What follows belongs to an exercise in optimizing a design on an open flow for small area and a short achievable clock period; a production flow would make more cautious choices.
At most, simulation tests tie the RTL to the original design; equivalence was not proved.
Power figures rest on the tool's default switching activity, not on a simulated workload.

## north
==> flow/design.v (excerpt) <==
module executeStage (
    input  logic                         clk_i,
    input  logic                         rst_n_i,
    input  logic                         stall_i,
    input  logic                         bubble_i,
    input  logic [3:0]                   icode_i,
    input  logic [3:0]                   ifun_i,
    input  logic [2:0]                   stat_i,
    input  logic [y86Pkg::WORD_W-1:0]    valA_i,
    input  logic [y86Pkg::WORD_W-1:0]    valB_i,
    input  logic [y86Pkg::WORD_W-1:0]    valC_i,
    input  logic [3:0]                   dstE_i,
    input  logic [3:0]                   dstM_i,
    input  logic [3:0]                   srcA_i,      
    input  logic [3:0]                   srcB_i,
    output logic [3:0]                   icode_o,
    output logic [2:0]                   stat_o,
    output logic [y86Pkg::WORD_W-1:0]    valE_o,
    output logic [y86Pkg::WORD_W-1:0]    valA_o,
    output logic [3:0]                   dstE_o,
    output logic [3:0]                   dstM_o,
    output logic                         cnd_o
);
Size in the first run: ~370 I/O pins.
Settings: LEC_CHECK=0, ABC_AREA=1, CAP_MARGIN=20, CORE_MARGIN=2, CORE_UTILIZATION=40, SLEW_MARGIN=20; clock period 7.2 ns.
standard.sh (not shown) runs the stock make flow with config.mk's settings and CLKGATE_MAP_FILE= SYNTH_SCRIPT=/design/flow/synth_recipe.tcl, a recipe that flattens the netlist after the stock synthesis.
==> flow/flow/run.sh <==
#!/bin/bash
set -euo pipefail
export BUFFER_PORTS_ARGS="-buffer_cell sky130_fd_sc_hd__buf_1"
export CTS_BUF_LIST="sky130_fd_sc_hd__clkbuf_8 sky130_fd_sc_hd__clkbuf_16"
export CTS_CLUSTER_SIZE=24
export CTS_CLUSTER_DIAMETER=100
export SETUP_SLACK_MARGIN=4.65
bash standard.sh finish > make_finish.log 2>&1
### north -> south
-- flow/design.v --
<<< north, line 59
    output logic [3:0]                   icode_o,
    output logic [2:0]                   cfun_o,      
    output logic                         setCc_o,
    output logic [2:0]                   stat_o,
    output logic [y86Pkg::WORD_W-1:0]    valA_o,
>>> south, line 59
    output logic [3:0]                   icode_o,
    output logic [2:0]                   cfun_o,      
    output logic [2:0]                   stat_o,
    output logic [y86Pkg::WORD_W-1:0]    valA_o,
<<< north, line 67
    output logic                         carry1_o,    
    output logic                         noCarry_o,
    output logic [3:0]                   dstE_o,
    output logic [3:0]                   dstM_o
>>> south, line 66
    output logic                         carry1_o,    
    output logic                         noCarry_o,
    output logic                         zeroE_o,     
    output logic [3:0]                   dstE_o,
    output logic [3:0]                   dstM_o
<<< north, line 89
    assign opXor = isOpq && (ifun_i == 4'h3);
    logic xB;
    assign xB = opAdd || opSub || opAnd || opXor || isMem || isPush || isPop;
    logic yA, yNA, yNAB, yC, yM8, yP8;
    assign yA   = opAdd || opXor || isCmov;
>>> south, line 89
    assign opXor = isOpq && (ifun_i == 4'h3);
    logic xB;
    assign xB = isOpq || isMem || isPush || isPop;
    logic opNone;
    assign opNone = isOpq && (ifun_i[3:2] != 2'b00);
    logic yA, yNA, yNAB, yC, yM8, yP8;
    assign yA   = opAdd || opXor || isCmov;
<<< north, line 120
        if (load) begin
            bubble_o <= kill;
            setCc_o  <= !kill && isOpq;
            icode_o  <= icode_i;
            stat_o   <= stat_i;
>>> south, line 122
        if (load) begin
            bubble_o <= kill;
            icode_o  <= icode_i;
            stat_o   <= stat_i;
<<< north, line 131
            sum0_o   <= sum0Next;
            carry1_o <= carry1Next;
            noCarry_o <= opAnd || opXor;
        end
    end
>>> south, line 132
            sum0_o   <= sum0Next;
            carry1_o <= carry1Next;
            noCarry_o <= opAnd || opXor || opNone;
            zeroE_o   <= opNone;
        end
    end
<<< north, line 512
    input  logic                         stall_i,
    input  logic                         bubble_i,    
    input  logic [3:0]                   icode_i,
    input  logic [2:0]                   stat_i,
>>> south, line 514
    input  logic                         stall_i,
    input  logic                         bubble_i,    
    input  logic                         zeroE_i,     
    input  logic [3:0]                   icode_i,
    input  logic [2:0]                   stat_i,
<<< north, line 541
            icode_o <= icode_i;
            stat_o  <= stat_i;
            valE_o  <= valE_i;
            valA_o  <= valA_i;
            dstE_o  <= dstESel;
>>> south, line 544
            icode_o <= icode_i;
            stat_o  <= stat_i;
            valE_o  <= zeroE_i ? '0 : valE_i;
            valA_o  <= valA_i;
            dstE_o  <= dstESel;
<<< north, line 584
    logic                      eCarry1;
    logic                      eNoCarry;
    logic [3:0]                eDstE;
    logic [3:0]                eDstM;
>>> south, line 587
    logic                      eCarry1;
    logic                      eNoCarry;
    assign eSetCc = (eIcode == y86Pkg::OPQ) && !eBubble;
    logic                      eZeroE;
    logic [3:0]                eDstE;
    logic [3:0]                eDstM;
<<< north, line 594
        .dstE_i  (dstE_i),  .dstM_i  (dstM_i),
        .bubble_o (eBubble),
        .icode_o (eIcode),  .cfun_o  (eCfun),   .setCc_o (eSetCc), .stat_o (eStat),
        .valA_o  (eValA),   .opX_o   (eOpX),    .opY_o   (eOpY),   .sum0_o (eSum0), .carry1_o (eCarry1),
        .noCarry_o (eNoCarry),
        .dstE_o  (eDstE),   .dstM_o  (eDstM)
    );
>>> south, line 599
        .dstE_i  (dstE_i),  .dstM_i  (dstM_i),
        .bubble_o (eBubble),
        .icode_o (eIcode),  .cfun_o  (eCfun),   .stat_o (eStat),
        .valA_o  (eValA),   .opX_o   (eOpX),    .opY_o   (eOpY),   .sum0_o (eSum0), .carry1_o (eCarry1),
        .noCarry_o (eNoCarry), .zeroE_o (eZeroE),
        .dstE_o  (eDstE),   .dstM_o  (eDstM)
    );
<<< north, line 611
    memoryRegister u_memoryRegister (
        .clk_i   (clk_i),   .rst_n_i (rst_n_i), .stall_i (stall_i), .bubble_i (eBubble),
        .icode_i (eIcode),  .stat_i  (eStat),   .valE_i  (aluValE), .valA_i (eValA),
        .dstE_i  (eDstE),   .dstM_i  (eDstM),   .cnd_i   (eCnd),
>>> south, line 616
    memoryRegister u_memoryRegister (
        .clk_i   (clk_i),   .rst_n_i (rst_n_i), .stall_i (stall_i), .bubble_i (eBubble),
        .zeroE_i (eZeroE),
        .icode_i (eIcode),  .stat_i  (eStat),   .valE_i  (aluValE), .valA_i (eValA),
        .dstE_i  (eDstE),   .dstM_i  (eDstM),   .cnd_i   (eCnd),
[summary]
When south is set beside north, its share of synthesized area occupied by flip-flops and latches turns out to be 0.70 points smaller.
The worst setup slack after placement reported for south is smaller than that of north by 0.18 ns.
Between north and south, power density normalized to cell area is lower for north, south comes in above that.
Compared with north, south instantiates a larger number of standard cells.
Looking at north and south, the overall via count from detail_route is a wash.
On total design power, north tracks south almost exactly.
sky130_fd_sc_hd__dfxtp_1 as the master of the slowest instance on the critical path was reported by south, and sky130_fd_sc_hd__or4_4 by north.
Delta (south minus north): non-clock buffer count shrank by 25, clock latency at the later pin of the worst-skew pair held steady.
For north, only the layout was checked, not whether the RTL still works.


Setup of raven:
executeStage with an RTL version that a note above also has.
Size: ~370 I/O pins, ~16000 um^2 of cells after synthesis.
==> flow/config.mk <==
export PLATFORM = sky130hd
export DESIGN_NAME = executeStage
export DESIGN_NICKNAME = executeStage
export VERILOG_FILES = /design/flow/design.v
export SDC_FILE = /design/flow/constraint.sdc
export NUM_CORES = 4
export LEC_CHECK = 0
export ABC_AREA = 1
export CAP_MARGIN = 20
export CORE_MARGIN = 2
export CORE_UTILIZATION = 40
export SLEW_MARGIN = 20
==> flow/constraint.sdc <==
create_clock -name core_clock -period 7.2 [get_ports {clk_i}]
set_input_delay 1.4400 -clock core_clock [delete_from_list [all_inputs] [get_ports {clk_i}]]
set_output_delay 1.4400 -clock core_clock [all_outputs]
set_load 0.01 [all_outputs]
==> flow/flow/run.sh <==
#!/bin/bash
set -euo pipefail
export BUFFER_PORTS_ARGS="-buffer_cell sky130_fd_sc_hd__buf_1"
export CTS_BUF_LIST="sky130_fd_sc_hd__clkbuf_8 sky130_fd_sc_hd__clkbuf_16"
export CTS_CLUSTER_SIZE=24
export CTS_CLUSTER_DIAMETER=100
export SETUP_SLACK_MARGIN=4.7
bash standard.sh finish > make_finish.log 2>&1
The following lists how quartz was set up differently from raven:
-- flow/design.v --
<<< raven, line 59
    output logic [3:0]                   icode_o,
    output logic [2:0]                   cfun_o,      
    output logic [2:0]                   stat_o,
    output logic [y86Pkg::WORD_W-1:0]    valA_o,
>>> quartz, line 59
    output logic [3:0]                   icode_o,
    output logic [2:0]                   cfun_o,      
    output logic                         setCc_o,
    output logic [2:0]                   stat_o,
    output logic [y86Pkg::WORD_W-1:0]    valA_o,
<<< raven, line 66
    output logic                         carry1_o,    
    output logic                         noCarry_o,
    output logic                         zeroE_o,     
    output logic [3:0]                   dstE_o,
    output logic [3:0]                   dstM_o
>>> quartz, line 67
    output logic                         carry1_o,    
    output logic                         noCarry_o,
    output logic [3:0]                   dstE_o,
    output logic [3:0]                   dstM_o
<<< raven, line 89
    assign opXor = isOpq && (ifun_i == 4'h3);
    logic xB;
    assign xB = isOpq || isMem || isPush || isPop;
    logic opNone;
    assign opNone = isOpq && (ifun_i[3:2] != 2'b00);
    logic yA, yNA, yNAB, yC, yM8, yP8;
    assign yA   = opAdd || opXor || isCmov;
>>> quartz, line 89
    assign opXor = isOpq && (ifun_i == 4'h3);
    logic xB;
    assign xB = opAdd || opSub || opAnd || opXor || isMem || isPush || isPop;
    logic yA, yNA, yNAB, yC, yM8, yP8;
    assign yA   = opAdd || opXor || isCmov;
<<< raven, line 108
                 | ({W{yP8}}  & y86Pkg::STACK_STEP);
    logic sum0Next, carry1Next;
    assign sum0Next   = ((opAdd || opSub || opXor) && (valA_i[0] ^ valB_i[0]))
                      | (opAnd && (valA_i[0] & valB_i[0]))
                      | (isCmov && valA_i[0])
                      | (isIrmov && valC_i[0])
                      | (isMem && (valB_i[0] ^ valC_i[0]))
                      | ((isPush || isPop) && valB_i[0]);
    assign carry1Next = (opAdd && (valA_i[0] & valB_i[0]))
                      | (opSub && (valB_i[0] | ~valA_i[0]))
                      | (isMem && (valB_i[0] & valC_i[0]));
    logic [2:0] cfunNext;
    assign cfunNext = ((isJxx || isCmov) && (ifun_i < 4'd7)) ? ifun_i[2:0] : 3'd7;
>>> quartz, line 106
                 | ({W{yP8}}  & y86Pkg::STACK_STEP);
    logic sum0Next, carry1Next;
    assign sum0Next   = xNext[0] ^ (yNA ? valA_i[0] : yNext[0]);
    assign carry1Next = yNA ? (valB_i[0] | ~valA_i[0]) : (xNext[0] & yNext[0]);
    logic [2:0] cfunNext;
    assign cfunNext = ((isJxx || isCmov) && (ifun_i < 4'd7)) ? ifun_i[2:0] : 3'd7;
<<< raven, line 122
        if (load) begin
            bubble_o <= kill;
            icode_o  <= icode_i;
            stat_o   <= stat_i;
>>> quartz, line 113
        if (load) begin
            bubble_o <= kill;
            setCc_o  <= !kill && isOpq;
            icode_o  <= icode_i;
            stat_o   <= stat_i;
<<< raven, line 132
            sum0_o   <= sum0Next;
            carry1_o <= carry1Next;
            noCarry_o <= opAnd || opXor || opNone;
            zeroE_o   <= opNone;
        end
    end
>>> quartz, line 124
            sum0_o   <= sum0Next;
            carry1_o <= carry1Next;
            noCarry_o <= opAnd || opXor;
        end
    end
<<< raven, line 514
    input  logic                         stall_i,
    input  logic                         bubble_i,    
    input  logic                         zeroE_i,     
    input  logic [3:0]                   icode_i,
    input  logic [2:0]                   stat_i,
>>> quartz, line 505
    input  logic                         stall_i,
    input  logic                         bubble_i,    
    input  logic [3:0]                   icode_i,
    input  logic [2:0]                   stat_i,
<<< raven, line 544
            icode_o <= icode_i;
            stat_o  <= stat_i;
            valE_o  <= zeroE_i ? '0 : valE_i;
            valA_o  <= valA_i;
            dstE_o  <= dstESel;
>>> quartz, line 534
            icode_o <= icode_i;
            stat_o  <= stat_i;
            valE_o  <= valE_i;
            valA_o  <= valA_i;
            dstE_o  <= dstESel;
<<< raven, line 587
    logic                      eCarry1;
    logic                      eNoCarry;
    assign eSetCc = (eIcode == y86Pkg::OPQ) && !eBubble;
    logic                      eZeroE;
    logic [3:0]                eDstE;
    logic [3:0]                eDstM;
>>> quartz, line 577
    logic                      eCarry1;
    logic                      eNoCarry;
    logic [3:0]                eDstE;
    logic [3:0]                eDstM;
<<< raven, line 599
        .dstE_i  (dstE_i),  .dstM_i  (dstM_i),
        .bubble_o (eBubble),
        .icode_o (eIcode),  .cfun_o  (eCfun),   .stat_o (eStat),
        .valA_o  (eValA),   .opX_o   (eOpX),    .opY_o   (eOpY),   .sum0_o (eSum0), .carry1_o (eCarry1),
        .noCarry_o (eNoCarry), .zeroE_o (eZeroE),
        .dstE_o  (eDstE),   .dstM_o  (eDstM)
    );
>>> quartz, line 587
        .dstE_i  (dstE_i),  .dstM_i  (dstM_i),
        .bubble_o (eBubble),
        .icode_o (eIcode),  .cfun_o  (eCfun),   .setCc_o (eSetCc), .stat_o (eStat),
        .valA_o  (eValA),   .opX_o   (eOpX),    .opY_o   (eOpY),   .sum0_o (eSum0), .carry1_o (eCarry1),
        .noCarry_o (eNoCarry),
        .dstE_o  (eDstE),   .dstM_o  (eDstM)
    );
<<< raven, line 616
    memoryRegister u_memoryRegister (
        .clk_i   (clk_i),   .rst_n_i (rst_n_i), .stall_i (stall_i), .bubble_i (eBubble),
        .zeroE_i (eZeroE),
        .icode_i (eIcode),  .stat_i  (eStat),   .valE_i  (aluValE), .valA_i (eValA),
        .dstE_i  (eDstE),   .dstM_i  (eDstM),   .cnd_i   (eCnd),
>>> quartz, line 604
    memoryRegister u_memoryRegister (
        .clk_i   (clk_i),   .rst_n_i (rst_n_i), .stall_i (stall_i), .bubble_i (eBubble),
        .icode_i (eIcode),  .stat_i  (eStat),   .valE_i  (aluValE), .valA_i (eValA),
        .dstE_i  (eDstE),   .dstM_i  (eDstM),   .cnd_i   (eCnd),
==> run summary <==
- quartz against raven: final wirelength rose about 5%, clock skew rose 16 ps, vias per cell shows no meaningful change, die width moved down, setup slack went down 5.5 ps.
- quartz: PASS, flow complete, no timing, DRC or antenna violations
- Higher number of vias after detailed routing among quartz and raven: raven
- Relative to raven, maximum net fanout on the critical path has decreased by 59 in quartz.
- Changes observed in quartz relative to raven: worst supply voltage drop on vdd saw an increase; worst slack on hold paths saw a decrease.
- Timing startpoint of the critical path = u_executeRegister.opY_o[6]$_DFFE_PP_: quartz; timing startpoint of the critical path = ifun_i[3]: raven
The RTL of quartz was laid out without a check of its function.


== P ==
executeStage, a different RTL version from the one above (not shown whole).
Size in the first run: ~1300 cells after synthesis, ~0.015 mm² of cells after synthesis.
export LEC_CHECK = 0
export CAP_MARGIN = 20
export CORE_MARGIN = 2
export CORE_UTILIZATION = 40
export SLEW_MARGIN = 20
create_clock -name core_clock -period 7.2 [get_ports {clk_i}]
==> flow/flow/run.sh <==
#!/bin/bash
set -euo pipefail
export BUFFER_PORTS_ARGS="-buffer_cell sky130_fd_sc_hd__buf_1"
export CTS_BUF_LIST="sky130_fd_sc_hd__clkbuf_8 sky130_fd_sc_hd__clkbuf_16"
export CTS_CLUSTER_SIZE=24
export CTS_CLUSTER_DIAMETER=100
export SETUP_SLACK_MARGIN=4.2
bash standard.sh finish > make_finish.log 2>&1
The following lists how Q was set up differently from P:
--- a/flow/design.v
+++ b/flow/design.v
@@ -55,20 +55,20 @@
     input  logic [y86Pkg::WORD_W-1:0]    valC_i,
     input  logic [3:0]                   dstE_i,
     input  logic [3:0]                   dstM_i,
     output logic                         bubble_o,
     output logic [3:0]                   icode_o,
     output logic [2:0]                   cfun_o,      
-    output logic                         setCc_o,
     output logic [2:0]                   stat_o,
     output logic [y86Pkg::WORD_W-1:0]    valA_o,
     output logic [y86Pkg::WORD_W-1:1]    opX_o,
     output logic [y86Pkg::WORD_W-1:1]    opY_o,
     output logic                         sum0_o,      
     output logic                         carry1_o,    
     output logic                         noCarry_o,
+    output logic                         zeroE_o,     
     output logic [3:0]                   dstE_o,
     output logic [3:0]                   dstM_o
 );
     localparam int W = y86Pkg::WORD_W;
     logic kill;
     logic load;
@@ -85,13 +85,15 @@
     logic opAdd, opSub, opAnd, opXor;
     assign opAdd = isOpq && (ifun_i == 4'h0);
     assign opSub = isOpq && (ifun_i == 4'h1);
     assign opAnd = isOpq && (ifun_i == 4'h2);
     assign opXor = isOpq && (ifun_i == 4'h3);
     logic xB;
-    assign xB = opAdd || opSub || opAnd || opXor || isMem || isPush || isPop;
+    assign xB = isOpq || isMem || isPush || isPop;
+    logic opNone;
+    assign opNone = isOpq && (ifun_i[3:2] != 2'b00);
     logic yA, yNA, yNAB, yC, yM8, yP8;
     assign yA   = opAdd || opXor || isCmov;
     assign yNA  = opSub;
     assign yNAB = opAnd;
     assign yC   = isIrmov || isMem;
     assign yM8  = isPush;
@@ -116,24 +118,24 @@
                       | (isMem && (valB_i[0] & valC_i[0]));
     logic [2:0] cfunNext;
     assign cfunNext = ((isJxx || isCmov) && (ifun_i < 4'd7)) ? ifun_i[2:0] : 3'd7;
     always_ff @(posedge clk_i) begin
         if (load) begin
             bubble_o <= kill;
-            setCc_o  <= !kill && isOpq;
             icode_o  <= icode_i;
             stat_o   <= stat_i;
             dstE_o   <= dstE_i;
             dstM_o   <= dstM_i;
             valA_o   <= valA_i;
             cfun_o   <= cfunNext;
             opX_o    <= xNext[W-1:1];
             opY_o    <= yNext[W-1:1];
             sum0_o   <= sum0Next;
             carry1_o <= carry1Next;
-            noCarry_o <= opAnd || opXor;
+            noCarry_o <= opAnd || opXor || opNone;
+            zeroE_o   <= opNone;
         end
     end
 endmodule
 `timescale 1ns/1ps
 module aluUnit (
     input  logic [y86Pkg::WORD_W-1:1]    opX_i,
@@ -724,12 +726,13 @@
 `timescale 1ns/1ps
 module memoryRegister (
     input  logic                         clk_i,
     input  logic                         rst_n_i,
     input  logic                         stall_i,
     input  logic                         bubble_i,    
+    input  logic                         zeroE_i,     
     input  logic [3:0]                   icode_i,
     input  logic [2:0]                   stat_i,
     input  logic [y86Pkg::WORD_W-1:0]    valE_i,
     input  logic [y86Pkg::WORD_W-1:0]    valA_i,
     input  logic [3:0]                   dstE_i,
     input  logic [3:0]                   dstM_i,
@@ -753,13 +756,13 @@
             dstE_o  <= y86Pkg::REG_NONE;
             dstM_o  <= y86Pkg::REG_NONE;
             cnd_o   <= 1'b0;
         end else begin
             icode_o <= icode_i;
             stat_o  <= stat_i;
-            valE_o  <= valE_i;
+            valE_o  <= zeroE_i ? '0 : valE_i;
             valA_o  <= valA_i;
             dstE_o  <= dstESel;
             dstM_o  <= dstM_i;
             cnd_o   <= cnd_i;
         end
     end
@@ -796,25 +799,27 @@
     logic [y86Pkg::WORD_W-1:0] eValA;
     logic [y86Pkg::WORD_W-1:1] eOpX;
     logic [y86Pkg::WORD_W-1:1] eOpY;
     logic                      eSum0;
     logic                      eCarry1;
     logic                      eNoCarry;
+    assign eSetCc = (eIcode == y86Pkg::OPQ) && !eBubble;
+    logic                      eZeroE;
     logic [3:0]                eDstE;
     logic [3:0]                eDstM;
     logic [y86Pkg::WORD_W-1:0] aluValE;
     logic                      eCnd;
     executeRegister u_executeRegister (
         .clk_i   (clk_i),   .rst_n_i (rst_n_i), .stall_i (stall_i), .bubble_i (bubble_i),
         .icode_i (icode_i), .ifun_i  (ifun_i),  .stat_i  (stat_i),
         .valA_i  (valA_i),  .valB_i  (valB_i),  .valC_i  (valC_i),
         .dstE_i  (dstE_i),  .dstM_i  (dstM_i),
         .bubble_o (eBubble),
-        .icode_o (eIcode),  .cfun_o  (eCfun),   .setCc_o (eSetCc), .stat_o (eStat),
+        .icode_o (eIcode),  .cfun_o  (eCfun),   .stat_o (eStat),
         .valA_o  (eValA),   .opX_o   (eOpX),    .opY_o   (eOpY),   .sum0_o (eSum0), .carry1_o (eCarry1),
-        .noCarry_o (eNoCarry),
+        .noCarry_o (eNoCarry), .zeroE_o (eZeroE),
         .dstE_o  (eDstE),   .dstM_o  (eDstM)
     );
     aluUnit u_aluUnit (
         .opX_i  (eOpX),    .opY_i   (eOpY),    .sum0_i (eSum0), .carry1_i (eCarry1), .noCarry_i (eNoCarry),
         .valE_o (aluValE)
     );
@@ -823,12 +828,13 @@
         .setCc_i (eSetCc), .xSign_i (eOpX[y86Pkg::WORD_W-1]), .ySign_i (eOpY[y86Pkg::WORD_W-1]),
         .noCarry_i (eNoCarry),
         .mValE_i (valE_o), .cfun_i (eCfun), .cnd_o (eCnd)
     );
     memoryRegister u_memoryRegister (
         .clk_i   (clk_i),   .rst_n_i (rst_n_i), .stall_i (stall_i), .bubble_i (eBubble),
+        .zeroE_i (eZeroE),
         .icode_i (eIcode),  .stat_i  (eStat),   .valE_i  (aluValE), .valA_i (eValA),
         .dstE_i  (eDstE),   .dstM_i  (eDstM),   .cnd_i   (eCnd),
         .icode_o (icode_o), .stat_o  (stat_o),  .valE_o  (valE_o),  .valA_o (valA_o),
         .dstE_o  (dstE_o),  .dstM_o  (dstM_o),  .cnd_o   (cnd_o)
     );
 endmodule
Of Q and P, it is Q that has the lower share of final layout cell area taken by non-clock buffers. Delta (Q minus P): die area went up, internal power went up. Q can be clocked faster than P. Q packs its core looser than P. Compared with P, Q shows a lower tightest hold margin. Q vs P, capture point of the worst path: u_executeRegister.opY_o[63] vs u_memoryRegister.valE_o[60]. Going from P to Q, met1 layer wirelength in the final routing grew slightly. Sequential share of layout area sits lower in Q than in P. Higher final critical path time including I/O delays and setup goes to P over Q.
Function not checked in P: the RTL went through the layout flow alone.

separate check: timing with driven ports:
The results above use ideal ports. As a check the final layouts listed here were re-extracted and re-timed, cells and wires unchanged. Step 1: set_driving_cell puts a clkbuf_16 on clk_i and a buf_2 on each other input, an assumption about the parent block. Step 2, shift: input delay + t, output delay - t, t = (earliest + latest rising clock arrival at the registers) / 2. This alone moves slack from input paths to output paths. a / b / c = no drivers / after step 1 / after step 2; a / b = the first two.
run | t, ns | setup WS [ns] | worst data-port slew with drivers (ns)
north | 0.591 | 4.621 / 4.579 / 3.988 | 0.09
south | 0.592 | 4.671 / 4.616 / 4.124 | 0.07
raven | 0.589 | 4.665 / 4.661 / 4.084 | 0.07
quartz | 0.581 | 4.660 / 4.657 / 4.085 | 0.08
P | 0.583 | 4.191 / 4.191 / 3.679 | 0.07
Q | 0.588 | 4.244 / 4.270 / 3.682 | 0.06
After both steps setup and hold are still met in every run listed. For north, which loses most, drivers alone change the setup slack by -0.042 ns; drivers and shift together by -0.633 ns.
